What follows belongs to an exercise in optimizing a design on an open flow for a short achievable clock period and few clock cycles; a production flow would make more cautious choices. Function was checked by simulation only, so behaviour that the tests miss may differ from the original. Power is estimated from default activity; no workload was simulated.

## viper
module viper (
   input  logic        clock,
   input  logic        reset,
   output logic        wb_cyc_o,
   output logic        wb_stb_o,
   output logic        wb_we_o,
   output logic [19:0] wb_adr_o,
   output logic [31:0] wb_dat_o,
   input  logic        wb_ack_i,
   input  logic [31:0] wb_dat_i
);
export LEC_CHECK = 0
export CAP_MARGIN = 20
export CORE_MARGIN = 2
export CORE_UTILIZATION = 40
export SETUP_SLACK_MARGIN = 4.0
export SLEW_MARGIN = 20
export SYNTH_HIERARCHICAL = 1
create_clock -name core_clock -period 6.0 [get_ports {clock}]
run.sh (not shown) runs the stock make flow with config.mk's settings and CLKGATE_MAP_FILE= SYNTH_SCRIPT=/design/flow/synth_recipe.tcl, a recipe that flattens the netlist after the stock synthesis.
Testbench counts at the start, summed over its fixed seeds: cycles 95,128.
Next try:
--- a/flow/design.v
+++ b/flow/design.v
@@ -147,18 +147,31 @@
             3'd2:    wen = 4'b0100;
             3'd3:    wen = 4'b1000;
             3'd4:    wen = {flag, 3'b000};
             3'd5:    wen = {!flag, 3'b000};
             default: wen = 4'b0000;
          endcase
       end
    end
 endmodule
+module pick4 #(parameter int W = 1) (
+   input  logic [W-1:0] a,
+   input  logic [W-1:0] b,
+   input  logic [W-1:0] c,
+   input  logic [W-1:0] e,
+   input  logic         sa,
+   input  logic         sb,
+   input  logic         sc,
+   input  logic         se,
+   output logic [W-1:0] y
+);
+   assign y = ({W{sa}} & a) | ({W{sb}} & b) | ({W{sc}} & c) | ({W{se}} & e);
+endmodule
 module viper (
    input  logic        clock,
    input  logic        reset,
    output logic        wb_cyc_o,
    output logic        wb_stb_o,
    output logic        wb_we_o,
    output logic [19:0] wb_adr_o,
    output logic [31:0] wb_dat_o,
    input  logic        wb_ack_i,
@@ -296,18 +309,27 @@
          calc_adr = {jq_c ? jq_hi1 : jq_hi0, jq_lo};
       else
          case (ksel)
             2'd0:    calc_adr = {k1_c ? k1_hi1 : k1_hi0, k1_lo};
             2'd1:    calc_adr = {k2_c ? k2_hi1 : k2_hi0, k2_lo};
             2'd2:    calc_adr = {kr_c ? kr_hi1 : kr_hi0, kr_lo};
             default: calc_adr = {k3_c ? k3_hi1 : k3_hi0, k3_lo};
          endcase
    end
+   logic        ack_f;
+   logic [19:0] adr_idle, adr_os, adr_d;
+   assign ack_f    = ack && (phase == ph_fetch);
+   assign adr_idle = calc2 ? calc_adr : adr_q;
+   assign adr_os   = (phase == ph_operand) ? nxt_oper : rv3[19:0];
+   pick4 #(.W(20)) pick_adr (.a(adr_idle), .b(tail), .c(pc8lo), .e(adr_os),
+                             .sa(!rst_q && !ack), .sb(!rst_q && ack_f && d_sel_tail),
+                             .sc(!rst_q && ack_f && !d_sel_tail), .se(!rst_q && ack && !ack_f),
+                             .y(adr_d));
    logic [31:0] res;
    logic        res_co;
    logic [31:0] dif;
    logic        dif_co;
    ks_add #(.W(32)) alu_add (.a(xa), .b(xb), .cin(xc), .s(res), .cout(res_co));
    ks_add #(.W(32)) cmp_sub (.a(xs), .b(xon), .cin(1'b1), .s(dif), .cout(dif_co));
    always_ff @(posedge clock or posedge reset)
    begin
       if (reset)
@@ -325,18 +347,19 @@
          stb_i <= 1'b0;
       else if (ack)
          stb_i <= (phase == ph_fetch) ? !f_slow : (phase == ph_operand) ? !o_slow : 1'b1;
       else
          stb_i <= !calc1;
    end
    always_ff @(posedge clock)
    begin
       rst_q  <= reset;
+      adr_q  <= adr_d;       
       pc8lo  <= adr_q + 20'd8;
       pc8wrap <= &adr_q[19:3];
       r3hi_inc <= rv3[31:20] + 12'd1;
       res_q  <= res;
       lt_q   <= xs[31] ^ xon[31] ^ dif_co;
       eq_q   <= (xs == ~xon);
       k1_lo  <= i1_lo;
       k1_c   <= i1_c;
       k1_hi0 <= i1_hi0;
@@ -362,19 +385,18 @@
    begin
       if (rst_q)
       begin
          r0      <= 32'd0;
          r1      <= 32'd0;
          r2      <= 32'd0;
          r3      <= 32'd0;
          ftab    <= 4'b0000;
          phase   <= ph_fetch;
-         adr_q   <= 20'd0;
          we_q    <= 1'b0;
          ex_v    <= 1'b0;
          wq      <= 4'b0000;
          wq_push <= 1'b0;
          calc1   <= 1'b0;
          calc2   <= 1'b0;
       end
       else
       begin
@@ -382,49 +404,44 @@
          r1   <= rv1;
          r2   <= rv2;
          r3   <= rv3;
          ftab <= (ex_v && ex_cmp) ? ftab_cmp : {4{flag_v}};
          wq      <= ex_v ? (ex_wen | {ex_push, 3'b000}) : 4'b0000;
          wq_push <= ex_v && ex_push;
          ex_v    <= 1'b0;
          calc1 <= 1'b0;
          calc2 <= calc1;
-         if (calc2)
-            adr_q <= calc_adr;
          if (ack)
          begin
             case (phase)
                ph_fetch:
                begin
                   r3    <= pc8;
-                  adr_q <= nxt_fetch;
                   we_q  <= d_store;
                   ex_v  <= !d_mem;
                   calc1 <= !d_mem && f_slow;
                   calc2 <= d_mem && f_slow;
                   if (d_store)
                      phase <= ph_store;
                   else if (d_needop)
                      phase <= ph_operand;
                   else
                      phase <= ph_fetch;
                end
                ph_operand:
                begin
-                  adr_q <= nxt_oper;
                   we_q  <= 1'b0;
                   ex_v  <= 1'b1;
                   calc1 <= o_slow;
                   phase <= ph_fetch;
                end
                default:
                begin
-                  adr_q <= rv3[19:0];
                   we_q  <= 1'b0;
                   phase <= ph_fetch;
                end
             endcase
          end
       end
    end
    always_ff @(posedge clock)
    begin
What happened: The new run ran to the end with no violations; core utilization increases by 1.5 points; worst setup slack improves by 0.11 ns; via count barely changes; worst hold slack is better by 0.043 ns; sequential power hardly moves; combinational power goes up by 16%; global-route usage goes up by 0.18 points; clock skew fell by 0.0063 ns; final area goes up by 2.7%; final cell count grows by 1.6%.
Testbench counts after the change, summed over its fixed seeds: cycles 95,128.

---

viper, a different RTL version from the one above (not shown whole).
Size in the first run: ~2600 cells after synthesis, ~90 I/O pins, ~27000 sq um of cells after synthesis.
Design viper, start of the top module:
module viper (
   input  logic        clock,
   input  logic        reset,
   output logic        wb_cyc_o,
   output logic        wb_stb_o,
   output logic        wb_we_o,
   output logic [19:0] wb_adr_o,
   output logic [31:0] wb_dat_o,
   input  logic        wb_ack_i,
   input  logic [31:0] wb_dat_i
);
clock: 6.0 ns
lec_check: 0
cap_margin: 20
core_margin: 2
core_utilization: 40
setup_slack_margin: 4.0
slew_margin: 20
synth_hierarchical: 1
The baseline finished with timing, DRC and antenna clean.
Testbench counts at the start, summed over its fixed seeds: cycles 95,128.
Then changed:
--- a/flow/design.v
+++ b/flow/design.v
@@ -108,24 +108,25 @@
    localparam logic [1:0] ph_fetch   = 2'd0;
    localparam logic [1:0] ph_operand = 2'd1;
    localparam logic [1:0] ph_store   = 2'd2;
    logic        rst_q;
    logic [31:0] r0, r1, r2, r3;
    logic        flag;
    logic        stb_q;
    logic [1:0]  phase;
    logic [19:0] adr_q;
    logic        we_q;
    logic [31:0] dat_q;
    logic [19:0] pc8lo;
+   logic        pc8wrap;      
    logic        ex_v;
    logic        ex_cmp;       
    logic        ex_or;        
    logic [2:0]  ex_cf;        
    logic        ex_push;
    logic [3:0]  ex_wen;
    logic [31:0] xa, xb;       
    logic        xc;
    logic [31:0] xs, xo;       
    logic [31:0] res_q;
    logic [3:0]  wq;           
    logic        wq_push;      
@@ -134,26 +135,27 @@
    logic [2:0]  c_cf;
    logic        lt_q, eq_q;
    logic        o_jump;       
    logic        o_inv;        
    logic        o_slow;       
    logic [19:0] o_base;       
    logic        calc1;        
    logic        calc2;        
    logic        cj;           
    logic        cm;           
    logic [19:0] cb, co;       
    logic        cc;
+   logic        stb_i;        
    logic        ack;
-   assign ack = wb_ack_i & stb_q;
+   assign ack = wb_ack_i & stb_i;
    logic [31:0] rv0, rv1, rv2, rv3;
    logic        flag_v;
    logic        cmp_base;
    assign rv0 = wq[0] ? res_q : r0;
    assign rv1 = wq[1] ? res_q : r1;
    assign rv2 = wq_push ? r3 : (wq[2] ? res_q : r2);
    assign rv3 = wq[3] ? res_q : r3;
    always_comb
    begin
       case (c_cf)
          3'd0:    cmp_base = lt_q;
          3'd1:    cmp_base = !lt_q;
@@ -208,28 +210,29 @@
          case (d_dest)
             3'd0:    d_wen = 4'b0001;
             3'd1:    d_wen = 4'b0010;
             3'd2:    d_wen = 4'b0100;
             3'd3:    d_wen = 4'b1000;
             3'd4:    d_wen = {flag_v, 3'b000};
             3'd5:    d_wen = {!flag_v, 3'b000};
             default: d_wen = 4'b0000;
          endcase
       end
    end
    logic [11:0] pc8hi;
-   logic [11:0] r3hi_inc;
-   assign r3hi_inc = rv3[31:20] + 12'd1;
-   assign pc8hi    = (pc8lo[19:3] == 17'd0) ? r3hi_inc : rv3[31:20];
-   assign pc8      = {pc8hi, pc8lo};
+   logic [11:0] r3hi_inc, reshi_inc;
+   assign r3hi_inc  = r3[31:20] + 12'd1;
+   assign reshi_inc = res_q[31:20] + 12'd1;
+   assign pc8hi     = !pc8wrap ? rv3[31:20] : (wq[3] ? reshi_inc : r3hi_inc);
+   assign pc8       = {pc8hi, pc8lo};
    always_comb
    begin
       case (d_src)
          2'd0:    srcv = rv0;
          2'd1:    srcv = rv1;
          2'd2:    srcv = rv2;
          default: srcv = pc8;
       endcase
    end
    logic        d_mem;        
    logic        f_slow;       
    logic [19:0] nxt_fetch;
@@ -269,26 +272,36 @@
    begin
       if (reset)
          stb_q <= 1'b0;
       else if (rst_q)
          stb_q <= 1'b0;
       else if (ack)
          stb_q <= (phase == ph_fetch) ? !f_slow : (phase == ph_operand) ? !o_slow : 1'b1;
       else
          stb_q <= !calc1;
    end
    always_ff @(posedge clock)
    begin
+      if (rst_q)
+         stb_i <= 1'b0;
+      else if (ack)
+         stb_i <= (phase == ph_fetch) ? !f_slow : (phase == ph_operand) ? !o_slow : 1'b1;
+      else
+         stb_i <= !calc1;
+   end
+   always_ff @(posedge clock)
+   begin
       rst_q  <= reset;
       pc8lo  <= adr_q + 20'd8;
+      pc8wrap <= &adr_q[19:3];
       res_q  <= res;
       lt_q   <= xs[31] ^ !xo[31] ^ dif_co;
       eq_q   <= (xs == xo);
       c_or   <= ex_or;
       c_cf   <= ex_cf;
       k1_lo  <= i1_lo;
       k1_c   <= i1_c;
       k1_hi0 <= i1_hi0;
       k1_hi1 <= i1_hi1;
       k2_lo  <= i2_lo;
       k2_c   <= i2_c;
       k2_hi0 <= i2_hi0;
@@ -365,25 +378,26 @@
                   phase <= ph_fetch;
                end
             endcase
          end
       end
    end
    always_ff @(posedge clock)
    begin
       if (ack)
       begin
          if (phase == ph_fetch)
          begin
-            dat_q   <= srcv;
+            if (d_store)
+               dat_q <= srcv;
             ex_cmp  <= d_cmp && !d_rsv;
             ex_or   <= d_func[3];
             ex_cf   <= d_func[2:0];
             ex_push <= d_alu && d_push;
             ex_wen  <= d_wen;
             xs      <= srcv;
             xa      <= d_addsub ? srcv : 32'd0;
             xb      <= d_inv ? ~{12'd0, tail} : {12'd0, tail};
             xc      <= d_inv;
             xo      <= {12'd0, tail};
             o_jump  <= d_jump;
             o_inv   <= d_inv;
The new run completed with no timing, DRC or antenna violations; area after synthesis is higher by 2.5%; wire length goes down by 3.7%; total power grows by 2.4%; hold slack gets better by 0.014 ns; clock power came out higher by 10%; global-route usage shrinks by 1.3 points; setup slack gains 0.099 ns; final area rose by 0.69%; sequential power is higher by 5.1%; non-clock buffer count falls by 62; count of clock-buffer cells in the layout grows by 12; flip-flop and latch count goes up by 34.
Testbench counts after the change, summed over its fixed seeds: cycles 95,128.

---

Another version of the RTL of viper (not shown whole).
Size in the first run: about 3200 cells after synthesis.
==> flow/config.mk <==
export PLATFORM = sky130hd
export DESIGN_NAME = viper
export DESIGN_NICKNAME = viper
export VERILOG_FILES = /design/flow/design.v
export SDC_FILE = /design/flow/constraint.sdc
export NUM_CORES = 4
export LEC_CHECK = 0
export CAP_MARGIN = 20
export CORE_MARGIN = 2
export CORE_UTILIZATION = 40
export SETUP_SLACK_MARGIN = 4.0
export SLEW_MARGIN = 20
export SYNTH_HIERARCHICAL = 1
==> flow/constraint.sdc <==
create_clock -name core_clock -period 6.0 [get_ports {clock}]
set_input_delay 1.2000 -clock core_clock [delete_from_list [all_inputs] [get_ports {clock}]]
set_output_delay 1.2000 -clock core_clock [all_outputs]
set_load 0.01 [all_outputs]
Testbench counts at the start, summed over its fixed seeds: cycles 95,128.
==> next run, changes <==
--- a/flow/design.v
+++ b/flow/design.v
@@ -333,20 +333,30 @@
             default: calc_adr = {k3_c ? k3_hi1 : k3_hi0, k3_lo};
          endcase
    end
    logic        ack_f;
    logic [19:0] adr_idle, adr_os, adr_d;
    assign ack_f    = ack && (phase == ph_fetch);
    assign adr_idle = calc2 ? calc_adr : adr_q;
    assign adr_os   = (phase == ph_operand) ? nxt_oper : rv3[19:0];
-   pick4 #(.W(20)) pick_adr (.a(adr_idle), .b(tail), .c(pc8lo), .e(adr_os),
-                             .sa(!rst_q && !ack), .sb(!rst_q && ack_f && d_sel_tail),
-                             .sc(!rst_q && ack_f && !d_sel_tail), .se(!rst_q && ack && !ack_f),
-                             .y(adr_d));
+   logic        d_sel_tail2;
+   logic        u_store, u_needop, u_mem, u_cmp_ok, u_push_ok, u_addsub, u_inv, u_jump, u_jslow, u_slow;
+   logic [3:0]  u_wen;
+   idec dec_a (.w(d[28:19]), .flag(flag_v), .store(u_store), .needop(u_needop), .mem(u_mem),
+               .cmp_ok(u_cmp_ok), .push_ok(u_push_ok), .addsub(u_addsub), .inv(u_inv),
+               .jump(u_jump), .jslow(u_jslow), .slow(u_slow), .sel_tail(d_sel_tail2), .wen(u_wen));
+   pick4 #(.W(10)) pick_adr_lo (.a(adr_idle[9:0]), .b(tail[9:0]), .c(pc8lo[9:0]), .e(adr_os[9:0]),
+                                .sa(!rst_q && !ack), .sb(!rst_q && ack_f && d_sel_tail),
+                                .sc(!rst_q && ack_f && !d_sel_tail), .se(!rst_q && ack && !ack_f),
+                                .y(adr_d[9:0]));
+   pick4 #(.W(10)) pick_adr_hi (.a(adr_idle[19:10]), .b(tail[19:10]), .c(pc8lo[19:10]), .e(adr_os[19:10]),
+                                .sa(!rst_q && !ack), .sb(!rst_q && ack_f && d_sel_tail2),
+                                .sc(!rst_q && ack_f && !d_sel_tail2), .se(!rst_q && ack && !ack_f),
+                                .y(adr_d[19:10]));
    logic [31:0] res;
    logic        res_co;
    logic [31:0] dif;
    logic        dif_co;
    ks_add #(.W(32)) alu_add (.a(xa), .b(xb), .cin(xc), .s(res), .cout(res_co));
    ks_add #(.W(32)) cmp_sub (.a(xs), .b(xon), .cin(1'b1), .s(dif), .cout(dif_co));
    always_ff @(posedge clock or posedge reset)
    begin
The new run finished with timing, DRC and antenna clean.
Global-route usage rises by 0.15 points.
Clock skew falls by 0.0082 ns.
Total power falls slightly.
Utilization rises by 0.22 points.
Clock power falls slightly.
Worst hold slack improves by 0.028 ns.
Design area rises slightly.
Clock-buffer cell count falls by 3.
Area after synthesis rises slightly.
Testbench counts after the change, summed over its fixed seeds: cycles 95,128.

-- separate check: timing with driven ports --
Ports are ideal in the flow. The routed layouts listed here were re-timed in OpenROAD. Step 1: set_driving_cell puts a clkbuf_16 on clock and a buf_2 on each other input, an assumption about the parent block. Step 2 also shifts input and output timing later by t, the mid clock arrival at the registers, as if the neighbouring blocks saw the same clock. a / b / c = ideal ports / drivers / drivers and shift; a / b = the first two.
run | shift t [ns] | slack for setup (ns) | clock arrival spread, ns | pins driven straight from the clock port
the first run of note 1 | 0.684 | 3.451 / 3.433 / 2.795 | 0.031 / 0.031 | 1
the second run of note 1 | 0.685 | 3.557 / 3.557 / 2.972 | 0.026 / 0.026 | 1
the first run of note 2 | 0.663 | 3.399 / 3.399 / 2.864 | 0.016 / 0.017 | 1
the second run of note 2 | 0.692 | 3.499 / 3.486 / 2.937 | 0.038 / 0.038 | 1
the first run of note 3 | 0.695 | 3.631 / 3.565 / 3.046 | 0.043 / 0.042 | 1
the second run of note 3 | 0.693 | 3.658 / 3.589 / 2.943 | 0.032 / 0.032 | 1
After both steps every run listed still meets setup and hold. For the second run of note 3, which loses most, drivers alone change the setup slack by -0.069 ns; drivers and shift together by -0.715 ns.
